From an optimization exercise on the open Yosys and OpenROAD flow, aimed at small area; shortcuts taken in it are not production practice. Where RTL was checked, it was by simulation tests only, not by an equivalence proof against the original. No functional check of the RTL was part of runs 2 and 3. No activity file was given, so power comes from the tool's default toggle rates.

## flow/design.v (module list and top-level ports; edited modules follow where they fit)
// module esc_fa: 10 lines
// module esc_ha: 9 lines
// module esc_top: 1741 lines
module esc_top #(
  parameter int tick_div = 64,
  parameter int debounce = 3
) (
  input  logic                              clk,
  input  logic                              reset,
  input  logic [esc_pkg::axil_addr_w-1:0]   awaddr,
  input  logic                              awvalid,
  output logic                              awready,
  input  logic [esc_pkg::axil_data_w-1:0]   wdata,
  input  logic [esc_pkg::axil_data_w/8-1:0] wstrb,
  input  logic                              wvalid,
  output logic                              wready,
  output logic [1:0]                        bresp,
  output logic                              bvalid,
  input  logic                              bready,
  input  logic [esc_pkg::axil_addr_w-1:0]   araddr,
  input  logic                              arvalid,
  output logic                              arready,
  output logic [esc_pkg::axil_data_w-1:0]   rdata,
  output logic [1:0]                        rresp,
  output logic                              rvalid,
  input  logic                              rready,
  input  logic                              encoder_a,
  input  logic                              encoder_b,
  input  logic                              pwm_en,
  output logic                              motor_positive,
  output logic                              motor_negative
);
  // ...
==> flow/flow/run.sh <==
#!/bin/bash
# Layout flow: the standard flow (standard.sh, unchanged synthesis),
# with two settings passed to ORFS's make:
#  - the input and output port buffers are sky130_fd_sc_hd__buf_1 (the
#    standard flow's buffer_ports picks a larger delay buffer);
#  - clock tree synthesis without dummy loads, with its own buffer list and
#    sink clustering (the standard flow's CTS_ARGS replaces ORFS's default arguments).
# Each tool's full output is in the ORFS logs under orfs/logs/, and make's
# output in flow_make.log in this folder.
set -euo pipefail
cd "$(dirname "$0")/.."
bash standard.sh \
  "BUFFER_PORTS_ARGS=-buffer_cell sky130_fd_sc_hd__buf_1" \
  "CTS_ARGS=-sink_clustering_enable -repair_clock_nets -dont_use_dummy_load -buf_list sky130_fd_sc_hd__clkbuf_8 -sink_clustering_size 15 -sink_clustering_max_diameter 60" \
  finish > flow_make.log 2>&1
==> flow/standard.sh <==
#!/bin/bash
# synth_recipe.tcl (not shown) runs the flow's synth.tcl, then flattens the netlist and writes it again
# the make line also repeats each setting of config.mk as NAME=value (left out here)
make -C /OpenROAD-flow-scripts/flow DESIGN_CONFIG=/design/flow/config.mk WORK_HOME=/design/flow/orfs CLKGATE_MAP_FILE= SYNTH_SCRIPT=/design/flow/synth_recipe.tcl "${@:-finish}"
==> flow/config.mk <==
export PLATFORM = sky130hd
export DESIGN_NAME = esc_top
export DESIGN_NICKNAME = esc_top
export VERILOG_FILES = /design/flow/design.v
export SDC_FILE = /design/flow/constraint.sdc
export NUM_CORES = 4
export LEC_CHECK = 0
export ABC_AREA = 1
export CAP_MARGIN = 20
export CORE_MARGIN = 2
export CORE_UTILIZATION = 40
export SLEW_MARGIN = 20
export SYNTH_HIERARCHICAL = 1
==> flow/constraint.sdc <==
create_clock -name core_clock -period 20.0 [get_ports {clk}]
set_input_delay 4.0000 -clock core_clock [delete_from_list [all_inputs] [get_ports {clk}]]
set_output_delay 4.0000 -clock core_clock [all_outputs]
set_load 0.01 [all_outputs]
==> results.toml, run 1 <==
[status]
run_status = "no timing/DRC/antenna violations"

[layout]
multi_input_gate_share_of_the_layout_cell_area = 0.555
nNonClkInverters = 342
non_clk_buf_share = 0.0234
multiInputCombCellCount = 1436
clock_buffer_count = 27
drive_gt1_frac = 0.0314
layout.filler_cells = 4491
top_library_cells_by_usage_in_the_layout_fill_and_taps_aside = "nand2_1, inv_1, dfxtp_1, fa_1, nor2_1"
final_area_mm2 = 0.0198
finish.net_count = 2599
buffers_excl_clock = 104

[power]
power.sequential.fraction = 0.631
vdd.ir_drop.worst_mv = 0.0520
combPwrFrac = 0.027
power.share.switching = 0.232
pwr_density_cell_mw_per_mm2 = 46.3

[clock_tree]
cts-resized-gates = 0
cts_sinks = 285
htree_num_levels = 1
cts.reportedPaths.clkPinSlew_ps = 90
cts_buffers = 27

[drt]
met2_length_um = 22100
routedWlPerCell_um = 16.9
met3RoutedLength_um = 2480
detailedRoute.firstPassIterationCount = 6
maxUsedRoutingLayer = "met4"
route.final.wire_length_um = 47200
via_per_inst = 5.01

[place]
detailed_place.area_mm2 = 0.0194
gpl.final_weighted_congestion = 0.875

[synthesis]
synth_ff_type = "dfxtp_1"
synth_top_family_by_area = "adder cells"
synth_area_mm2 = 0.0185
library_cell_occupying_the_most_area_in_the_post_synthesis_netlist = "dfxtp_1"
async_reset_ff_frac = 0
synth-simple-area-share = 0.156
yosysSeqAreaShare = 0.321
synth_edf_count = 24

[timing]
finalCriticalPeriod_ps = 18530
setup_viol_count_final = 0

[critical_path]
critical_path.startpoint_type = "flop"

[grt]
globalRoute.busiestLayer = "met2"
==> inputs of run 2 (changes only) <==
--- a/flow/design.v
+++ b/flow/design.v
@@ -1693,32 +1693,32 @@
   esc_fa u548 (.a(c521), .b(s522), .c(c547), .s(s548), .co(c548));
   esc_fa u549 (.a(c522), .b(c498), .c(c548), .s(s549), .co(c549));
   assign acc_l_next = {~s538, ~s537, ~s536, ~s535, ~s534, ~s533, ~s532, ~s531, ~s530, ~s529, ~s528, ~s527, ~s526, ~s525, ~w523};
   assign acc_u_next = {c549, ~s549, ~s548, ~s547, ~s546, ~s545, ~s544, ~s543, ~s542, ~s541, ~w539};
   assign acc_c_next = ~c538;
   assign w550 = ~w539 & ~s541 & ~s542 & ~s543 & ~s544 & ~s545 & ~s546 & ~s547 & ~s548 & ~s549;
   assign w551 = c549 ^ (~c538 & w550);
   assign w552 = ~c538 ? ~w550 : (~w539 | ~s541 | ~s542 | ~s543 | ~s544 | ~s545 | ~s546 | ~s547 | ~s548 | ~s549);
-  assign w553 = (acc_l[3] & ~pwm_q[0]) | (~(acc_l[3] ^ pwm_q[0]) & 1'b0);
-  assign w554 = (~w523 & ~pwm_q[1]) | (~(~w523 ^ pwm_q[1]) & w553);
-  assign w555 = (~s525 & ~pwm_q[2]) | (~(~s525 ^ pwm_q[2]) & w554);
-  assign w556 = (~s526 & ~pwm_q[3]) | (~(~s526 ^ pwm_q[3]) & w555);
-  assign w557 = (~s527 & ~pwm_q[4]) | (~(~s527 ^ pwm_q[4]) & w556);
-  assign w558 = (~s528 & ~pwm_q[5]) | (~(~s528 ^ pwm_q[5]) & w557);
-  assign w559 = (~s529 & ~pwm_q[6]) | (~(~s529 ^ pwm_q[6]) & w558);
-  assign w560 = (~s530 & ~pwm_q[7]) | (~(~s530 ^ pwm_q[7]) & w559);
-  assign w561 = (~s531 & ~pwm_q[8]) | (~(~s531 ^ pwm_q[8]) & w560);
-  assign w562 = (~s532 & ~pwm_q[9]) | (~(~s532 ^ pwm_q[9]) & w561);
-  assign w563 = (~s533 & ~pwm_q[10]) | (~(~s533 ^ pwm_q[10]) & w562);
-  assign w564 = (~s534 & ~pwm_q[11]) | (~(~s534 ^ pwm_q[11]) & w563);
-  assign w565 = (~s535 & ~pwm_q[12]) | (~(~s535 ^ pwm_q[12]) & w564);
-  assign w566 = (~s536 & ~pwm_q[13]) | (~(~s536 ^ pwm_q[13]) & w565);
-  assign w567 = (~s537 & ~pwm_q[14]) | (~(~s537 ^ pwm_q[14]) & w566);
-  assign w568 = (~s538 & ~pwm_q[15]) | (~(~s538 ^ pwm_q[15]) & w567);
+  assign w553 = (acc_l[3] & ~pwm_q[0]) | (acc_l[3] & 1'b0) | (~pwm_q[0] & 1'b0);
+  assign w554 = (~w523 & ~pwm_q[1]) | (~w523 & w553) | (~pwm_q[1] & w553);
+  assign w555 = (~s525 & ~pwm_q[2]) | (~s525 & w554) | (~pwm_q[2] & w554);
+  assign w556 = (~s526 & ~pwm_q[3]) | (~s526 & w555) | (~pwm_q[3] & w555);
+  assign w557 = (~s527 & ~pwm_q[4]) | (~s527 & w556) | (~pwm_q[4] & w556);
+  assign w558 = (~s528 & ~pwm_q[5]) | (~s528 & w557) | (~pwm_q[5] & w557);
+  assign w559 = (~s529 & ~pwm_q[6]) | (~s529 & w558) | (~pwm_q[6] & w558);
+  assign w560 = (~s530 & ~pwm_q[7]) | (~s530 & w559) | (~pwm_q[7] & w559);
+  assign w561 = (~s531 & ~pwm_q[8]) | (~s531 & w560) | (~pwm_q[8] & w560);
+  assign w562 = (~s532 & ~pwm_q[9]) | (~s532 & w561) | (~pwm_q[9] & w561);
+  assign w563 = (~s533 & ~pwm_q[10]) | (~s533 & w562) | (~pwm_q[10] & w562);
+  assign w564 = (~s534 & ~pwm_q[11]) | (~s534 & w563) | (~pwm_q[11] & w563);
+  assign w565 = (~s535 & ~pwm_q[12]) | (~s535 & w564) | (~pwm_q[12] & w564);
+  assign w566 = (~s536 & ~pwm_q[13]) | (~s536 & w565) | (~pwm_q[13] & w565);
+  assign w567 = (~s537 & ~pwm_q[14]) | (~s537 & w566) | (~pwm_q[14] & w566);
+  assign w568 = (~s538 & ~pwm_q[15]) | (~s538 & w567) | (~pwm_q[15] & w567);
   assign pid_lt1 = w551 | ~(w552 | acc_l[3] | ~w523 | ~s525 | ~s526 | ~s527 | ~s528 | ~s529 | ~s530 | ~s531 | ~s532 | ~s533 | ~s534 | ~s535 | ~s536 | ~s537 | ~s538);
   assign pid_gt = w552 | w568;
   assign pid_lo = {~s538, ~s537, ~s536, ~s535, ~s534, ~s533, ~s532, ~s531, ~s530, ~s529, ~s528, ~s527, ~s526, ~s525, ~w523, acc_l[3]};
   assign error = {~c17, s17, s16, s15, s14, s13, s12, s11, s10, s9, s8, s7, s6, s5, s4, s3, w1};
   assign integ_next = {w49, w48, w47, w46, w45, w44, w43, w42, w41, w40, w39, w38};
   always_comb begin
     if (pid_lt1) begin
       duty_next = pwm_q;
@@ -1768,18 +1768,18 @@
   always_comb begin
     logic c;
     c      = tick3;   
     cnt_ge = 1'b1;
     cnt_lt = 1'b0;
     for (int i = 0; i < 16; i++) begin
       pwm_inc[i] = pwm_cnt[i] ^ c;
       c          = c & pwm_cnt[i];
-      cnt_ge     = (pwm_cnt[i] & ~pwm_q[i]) | (~(pwm_cnt[i] ^ pwm_q[i]) & cnt_ge);
-      cnt_lt     = (~pwm_cnt[i] & duty[i]) | (~(pwm_cnt[i] ^ duty[i]) & cnt_lt);
+      cnt_ge     = (pwm_cnt[i] & ~pwm_q[i]) | (pwm_cnt[i] & cnt_ge) | (~pwm_q[i] & cnt_ge);
+      cnt_lt     = (~pwm_cnt[i] & duty[i]) | (~pwm_cnt[i] & cnt_lt) | (duty[i] & cnt_lt);
     end
   end
   always_comb begin
     pos_next = 1'b0;
     neg_next = 1'b0;
     if (drive_on) begin
       case (dir)
         2'd1: pos_next = pwm_bit;
==> run 2 against run 1 <==
  * Critical path depth fell by 1
  * Combinational power up 2%
  * Setup slack better by 170 ps
  * Core utilization fell by 0.34 points
  * Clock skew grew 29 ps
  * Design area shrank 1.6%
  * Non-clock buffer count is 1 higher
  * Final cell count shrank 1.1%
  * Routed wire length fell by 0.46%
==> results.toml, run 2 <==
[synthesis]
library_cell_occupying_the_most_area_in_the_post_synthesis_netlist = "dfxtp_1"
cells_after_synth = 2105
avgSynthCellArea_um2 = 8.65
synth_area_mm2 = 0.0182
synthDistinctLibCells = 52
synth_top_area_frac = 0.287
yosys_warnings = 8
synth_edf_count = 24
yosysSeqAreaShare = 0.326
synth.ff_latch_count = 285
post_synth_most_frequent_cells = "nand2_1, inv_1, dfxtp_1"
netlist_top_cells_area = "dfxtp_1, fa_1, nand2_1"
synth_ff_type = "dfxtp_1"
yosysMostFrequentCell = "nand2_1"
async_reset_ff_frac = 0

[power]
p_leak_nw = 7.04
vdd.ir_drop.worst_mv = 0.0492
report.power.total_uw = 924
pwr_density_cell_mw_per_mm2 = 47.4

[layout]
drive_gt1_frac = 0.0412
max_flop_register = "rd_q"
antenna_cells_inserted = 0
layout_commonest_cell = "nand2_1"
final_core_utilization = 0.431
final_area_mm2 = 0.0195
top_regs = "rd_q (24), error_q (17), prev_error_n (17)"
final_cell_count_no_fill = 2762
areaGrowthSynthToFinish_pct = 6.97
top_library_cells_by_usage_in_the_layout_fill_and_taps_aside = "nand2_1, inv_1, dfxtp_1, fa_1, o21ai_0"
finish.net_count = 2522
number_of_flip_flops_in_the_largest_register = 24

[timing]
rsz0062_at_grt = "no"
worstMarginPinSlew_ps = 998
setup_viol_count_final = 0
fin_setup_tns_ps = 0
maxClockFrequency_mhz = 54.5
finClkSkew_ps = 82.0
setup_slack_ps = 1640
finalCriticalPeriod_ps = 18360
final_max_slew_viol_count = 0
finalHoldViolCount = 0
max_slew_margin = 0.334
hold_slack_ps = 333
layout_worst_path_cycle_share = 0.918

[critical_path]
timing.critical_path.arrival_ps = 18730
crit_slowest_cell = "fa_1"
critical_path.startpoint_type = "flop"
critPathTopFamily = "adder cells"
worstPathBufferInverterCount = 8
critical-path-top-cell-by-count = "fa_1"
crit_path_max_fanout = 17
critical_path_required_ps = 20370
worst-setup-path-type = "flop to flop"
worstSetupEndpointType = "flop"
cp_slowest_stage_delay_ps = 580

[clock_tree]
cts_buffers = 28
cts_hold_buf = 0
cts_sinks = 285
cts.reportedPaths.clkPinSlew_ps = 90
tritoncts_clock_tree = "done"
cts.repair_timing.setup_buffer_count = 0
worst_skew_pair.late_latency_ps = 640
clock_tree.buffer_depth = 3
htree_num_levels = 1
clock-root-buffer = "clkbuf_8"
cts-resized-gates = 0

[drt]
overall_via_count_from_detail_route = 13900
route.final.wire_length_um = 47000
route.detailed.drc = 0
routedWlPerCell_um = 17.0
ant_nets = 0
via_per_inst = 5.05
detailedRoute.firstPassIterationCount = 7
drt-initial-drc-count = 1111

[status]
run_status = "no timing/DRC/antenna violations"

[place]
detailed_place.area_mm2 = 0.0191
post-place-ws_ps = 1570
place.detailed.instances = 2734
portBuffers = 85
hpwl_um = 36900
gpl.final_weighted_congestion = 0.889

[grt]
grt_antenna_before_repair = 0
grt_pass1_wl_um = 75600
grt_use_total = 0.203
grt_pass1_vias = 14000
grt_start_max_net_pins = 77
grt_remaining_overflow = 0

[floorplan]
floorplan.die_area_mm2 = 0.0473
die-height_um = 217
die_width_um = 217
core_area_mm2 = 0.0452
floorplan.rows = 78
initial_core_utilization = 0.403
num_io_pins = 105

[run]
max_cap_viol_count = 0

[hold_path]
worst_hold_path_type = "flop to flop"
-- run 2: cell count changes after synthesis, moves of 7 or more --
cell	delta
inv_2	+7
nor2_1	-12
a21oi_2	+10
nand2_1	-22
ha_1	-45
o22ai_1	+43
o21ai_0	-7
-- run 2: report_power, final --
group / switching, mW / total, mW / internal, mW
Combinational: 0.0187 / 0.0256 / 0.00694
Clock: 0.196 / 0.320 / 0.124
Sequential: 0.00139 / 0.578 / 0.577
Total: 0.216 / 0.924 / 0.708
-- run 2: cell type report --
class | instances | area [um^2]
repair buffers | 105 | 470
clock buffers | 28 | 385
multi-input cells | 1397 | 10600
inverters | 347 | 1300
flip-flops and latches | 285 | 5950
fillers | 4533 | 25700
well taps | 600 | 751
-- run 2: Yosys stat by module (local to each module, per instance) --
| module | cells | times used | cell area, um^2 | flops+latches |
|---|---|---|---|---|
| esc_fa | 1 | 232 | 20.0 | 0 |
| esc_top | 1872 | 1 | 13600 | 285 |
| esc_ha | 1 | 1 | 12.5 | 0 |
-- run 2: logic make-up (layout without fill, tap and decap cells) --
logic type / after synthesis / in the layout / share of synthesized area
DFF: 285 / 285 / 0.326
buffers and inverters: 432 / 480 / 0.0936
AOI/OAI and AO/OA: 403 / 403 / 0.125
other: 1 / 10 / 0.000206
and+or+nand+nor: 678 / 678 / 0.151
adders and majority gates: 296 / 296 / 0.299
xor gates and xnor gates: 10 / 10 / 0.00481
-- run 2: path summary, 6_finish.rpt --
check | start | to | slack (ps) | cells after the start
worst max-delay path | period_ref[0]$_SDFFE_PP0P_ | rd_q[7]$_DFFE_PP_ | 1640 | 58
worst min register to register | raw_meta[0]$_DFF_P_ | raw_s[0]$_DFF_P_ | 330 | 0
worst min-delay path | raw_meta[0]$_DFF_P_ | raw_s[0]$_DFF_P_ | 330 | 0
worst max register to register | period_ref[0]$_SDFFE_PP0P_ | rd_q[7]$_DFFE_PP_ | 1640 | 58
-- run 2: metal layers --
metal	share of wire	track usage	up-vias
li1	-	-	6727
met1	0.44	0.273	6811
met4	0.024	0.0534	0
met2	0.48	0.348	340
met3	0.053	0.0228	68
met5	0	0	-
==> inputs of run 3 (changes only) <==
--- a/flow/flow/run.sh
+++ b/flow/flow/run.sh
@@ -12,4 +12,4 @@
 bash standard.sh \
   "BUFFER_PORTS_ARGS=-buffer_cell sky130_fd_sc_hd__buf_1" \
-  "CTS_ARGS=-sink_clustering_enable -repair_clock_nets -dont_use_dummy_load -buf_list sky130_fd_sc_hd__clkbuf_8 -sink_clustering_size 15 -sink_clustering_max_diameter 60" \
+  "CTS_ARGS=-sink_clustering_enable -repair_clock_nets -dont_use_dummy_load -buf_list sky130_fd_sc_hd__clkbuf_4 -sink_clustering_size 10 -sink_clustering_max_diameter 50" \
   finish > flow_make.log 2>&1
==> run 3 against run 2 <==
  * First-iteration DRC count shrank 6.3%
  * Non-clock buffer count unchanged
  * Combinational power about the same
  * Clock power is 8.1% lower
  * Core utilization is 0.15 points lower
  * Design area fell by 0.36%
  * Synthesized area is the same
  * Sequential share of layout area grew 0.11 points
  * Sequential power barely moved
==> results.toml, run 3 <==
[layout]
max_flop_register = "rd_q"
finish.net_count = 2535
top_library_cells_by_usage_in_the_layout_fill_and_taps_aside = "nand2_1, inv_1, dfxtp_1, fa_1, o21ai_0"
sequential_cell_area_mm2 = 0.00595
areaGrowthSynthToFinish_pct = 6.58
drive_gt1_frac = 0.0469
number_of_flip_flops_in_the_largest_register = 24
top_regs = "rd_q (24), error_q (17), prev_error_n (17)"
layout_commonest_cell = "nand2_1"
multiInputGateArea_mm2 = 0.0106
layout.filler_cells = 4545

[clock_tree]
tritoncts_clock_tree = "done"
cts.repair_timing.setup_buffer_count = 0
worst_skew_pair.late_latency_ps = 790
cts_hold_buf = 0
cts.reportedPaths.clkPinSlew_ps = 110
clock_tree.buffer_depth = 3
clock-root-buffer = "clkbuf_4"
cts_sinks = 285
cts-resized-gates = 0
htree_num_levels = 2
cts_buffers = 41

[place]
portBuffers = 85
post-place-ws_ps = 1570
hpwl_um = 36900
gpl.final_weighted_congestion = 0.889

[synthesis]
async_reset_ff_frac = 0
library_cell_occupying_the_most_area_in_the_post_synthesis_netlist = "dfxtp_1"
netlist_top_cells_area = "dfxtp_1, fa_1, nand2_1"
synth_top_area_frac = 0.287
synth_area_mm2 = 0.0182
post_synth_most_frequent_cells = "nand2_1, inv_1, dfxtp_1"
synth_edf_count = 24
synth_ff_type = "dfxtp_1"
avgSynthCellArea_um2 = 8.65
yosysMostFrequentCell = "nand2_1"
yosysSeqAreaShare = 0.326
synth.ff_latch_count = 285
synthDistinctLibCells = 52
cells_after_synth = 2105
yosys_warnings = 8

[grt]
grt_use_total = 0.206
grt_start_max_net_pins = 77
grt_pass1_vias = 14100
grt_remaining_overflow = 0
grt_antenna_before_repair = 1
grt_pass1_wl_um = 75900

[hold_path]
worst_hold_path_type = "flop to flop"
min_from = "pwm_period[8]$_SDFFE_PP0P_"
min_path_cells = 0

[timing]
layout_worst_path_cycle_share = 0.921
setup_slack_ps = 1570
max_slew_margin = 0.325
finClkSkew_ps = 149
setup_viol_count_final = 0
finalHoldViolCount = 0
finalCriticalPeriod_ps = 18430
fin_setup_tns_ps = 0
final_max_slew_viol_count = 0
maxClockFrequency_mhz = 54.3
worstMarginPinSlew_ps = 1010
rsz0062_at_grt = "no"

[critical_path]
crit_slowest_cell = "fa_1"
worstSetupEndpointType = "flop"
worst-setup-path-type = "flop to flop"
critical-path-top-cell-by-count = "fa_1"
crit_path_max_fanout = 17
timing.critical_path.arrival_ps = 18930
critical_path_required_ps = 20500
cp_slowest_stage_delay_ps = 580
worst_r2r_path_depth = 58
critical_r2r_launch = "period_ref[0]$_SDFFE_PP0P_"
critical_path.startpoint_type = "flop"
startpoint = "period_ref[0]$_SDFFE_PP0P_"

[drt]
route.detailed.drc = 0
via_per_inst = 5.04
drt-initial-drc-count = 1041
route.final.wire_length_um = 47300
ant_nets = 0
detailedRoute.firstPassIterationCount = 5
overall_via_count_from_detail_route = 14000
routedWlPerCell_um = 17.0

[power]
pwr_density_cell_mw_per_mm2 = 46.3
power.share.switching = 0.245
combPwrFrac = 0.028
p_int_uw = 678
p_leak_nw = 7.03
net_sw_power_uw = 220
vdd.ir_drop.worst_mv = 0.0417
power.sequential.fraction = 0.644
clock_power_share = 0.328

[run]
max_cap_viol_count = 0

[status]
run_status = "no timing/DRC/antenna violations"

[floorplan]
floorplan.rows = 78
floorplan.die_area_mm2 = 0.0473
num_io_pins = 105
die_width_um = 217
die-height_um = 217
core_area_mm2 = 0.0452
initial_core_utilization = 0.403
-- run 3: cell counts after synthesis --
Identical to the previous run, type by type.
-- run 3: cell families after synthesis --
| logic type | Yosys count | share of synthesized area |
|---|---|---|
| AO/OA/AOI/OAI | 403 | 0.125 |
| XOR/XNOR | 10 | 0.00481 |
| adder cells (fa/ha/maj) | 296 | 0.299 |
| buffers and inverters | 432 | 0.0936 |
| flip-flops | 285 | 0.326 |
| other | 1 | 0.000206 |
| AND/OR/NAND/NOR | 678 | 0.151 |
-- run 3: per-layer routing --
| layer | vias up | GRT usage | routed length [um] |
|---|---|---|---|
| met5 | - | 0 | 0 |
| met4 | 0 | 0.0571 | 1160 |
| met3 | 70 | 0.0348 | 2380 |
| met2 | 322 | 0.348 | 22600 |
| met1 | 6834 | 0.272 | 21100 |
| li1 | 6781 | - | - |
-- run 3: path summary, 6_finish.rpt --
path                             to  slack [ps]
setup / recovery  rd_q[7]$_DFFE_PP_        1570
setup reg to reg  rd_q[7]$_DFFE_PP_        1570
hold reg to reg    pwm_q[8]$_DFF_P_         330
hold / removal     pwm_q[8]$_DFF_P_         330
-- run 3: worst max-delay path, delay by kind of cell (launching register included) --
family          cells  cell delay (ps)
fa+ha+maj          34            13800
compound gates      5             1080
simple gates        8             1080
buf+inv             8             1060
xor+xnor            3              820
flops               1              310
-- run 3: final cells by class --
cell class              instances  area share
clock buffers                  41      0.0159
flip-flops and latches        285       0.306
diodes                          3    0.000387
multi-input cells            1397       0.547
repair buffers                105      0.0242
well taps                     600      0.0387
inverters                     347      0.0672
-- run 3: stage by stage --
stage,power [mW],hold slack (ps),instances,utilization,instance area (um^2)
4_1_cts,0.910,338,2775,0.429,19400
5_1_grt,0.935,341,2776,0.430,19400
6_report,0.898,330,2778,0.430,19400
2_1_floorplan,0.607,310,2114,-,18200
3_3_place_gp,0.617,312,2734,0.423,19100
3_5_place_dp,0.617,313,2734,0.423,19100
-- run 3: power by group through the flow --
stage | clock, mW | combinational [mW] | sequential (mW)
4_1_cts | 0.306 | 0.0254 | 0.579
6_report | 0.294 | 0.0255 | 0.579
5_1_grt | 0.327 | 0.0286 | 0.579
3_5_place_dp | 0 | 0.0254 | 0.592
2_1_floorplan | 0 | 0.0152 | 0.592
3_3_place_gp | 0 | 0.0250 | 0.592
-- run 3: modules after synthesis, one instance, submodules excluded --
module   area (um^2)  cells inside  flip-flops and latches
esc_top        13600          1872                     285
esc_fa          20.0             1                       0
esc_ha          12.5             1                       0

afterwards: timing with drivers on the ports:
How much do the figures lean on ideal ports? The routed layouts below were timed once more, with nothing changed but the port constraints. Step 1 assumes that a clkbuf_16 drives the clock port and a buf_2 every other input. Step 2 moves the port delays by t, midway between the first and last clock arrival at a register: inputs arrive t later, outputs are due t later. That takes back most of the time a late clock gives input paths. Three values: ideal ports, drivers, drivers and shift; two values: the first two.
run	t (ns)	slack for setup (ns)	worst hold slack (ns)	worst register clock-pin slew, ns	pins driven straight from the clock port
run 1	0.639	1.470 / 1.470 / 1.470	0.334 / 0.334 / 0.334	0.10 / 0.10	1
run 2	0.655	1.642 / 1.642 / 1.642	0.333 / 0.333 / 0.333	0.11 / 0.11	1
run 3	0.764	1.572 / 1.572 / 1.572	0.330 / 0.330 / 0.330	0.12 / 0.12	1
After both steps setup and hold are still met in every run listed.
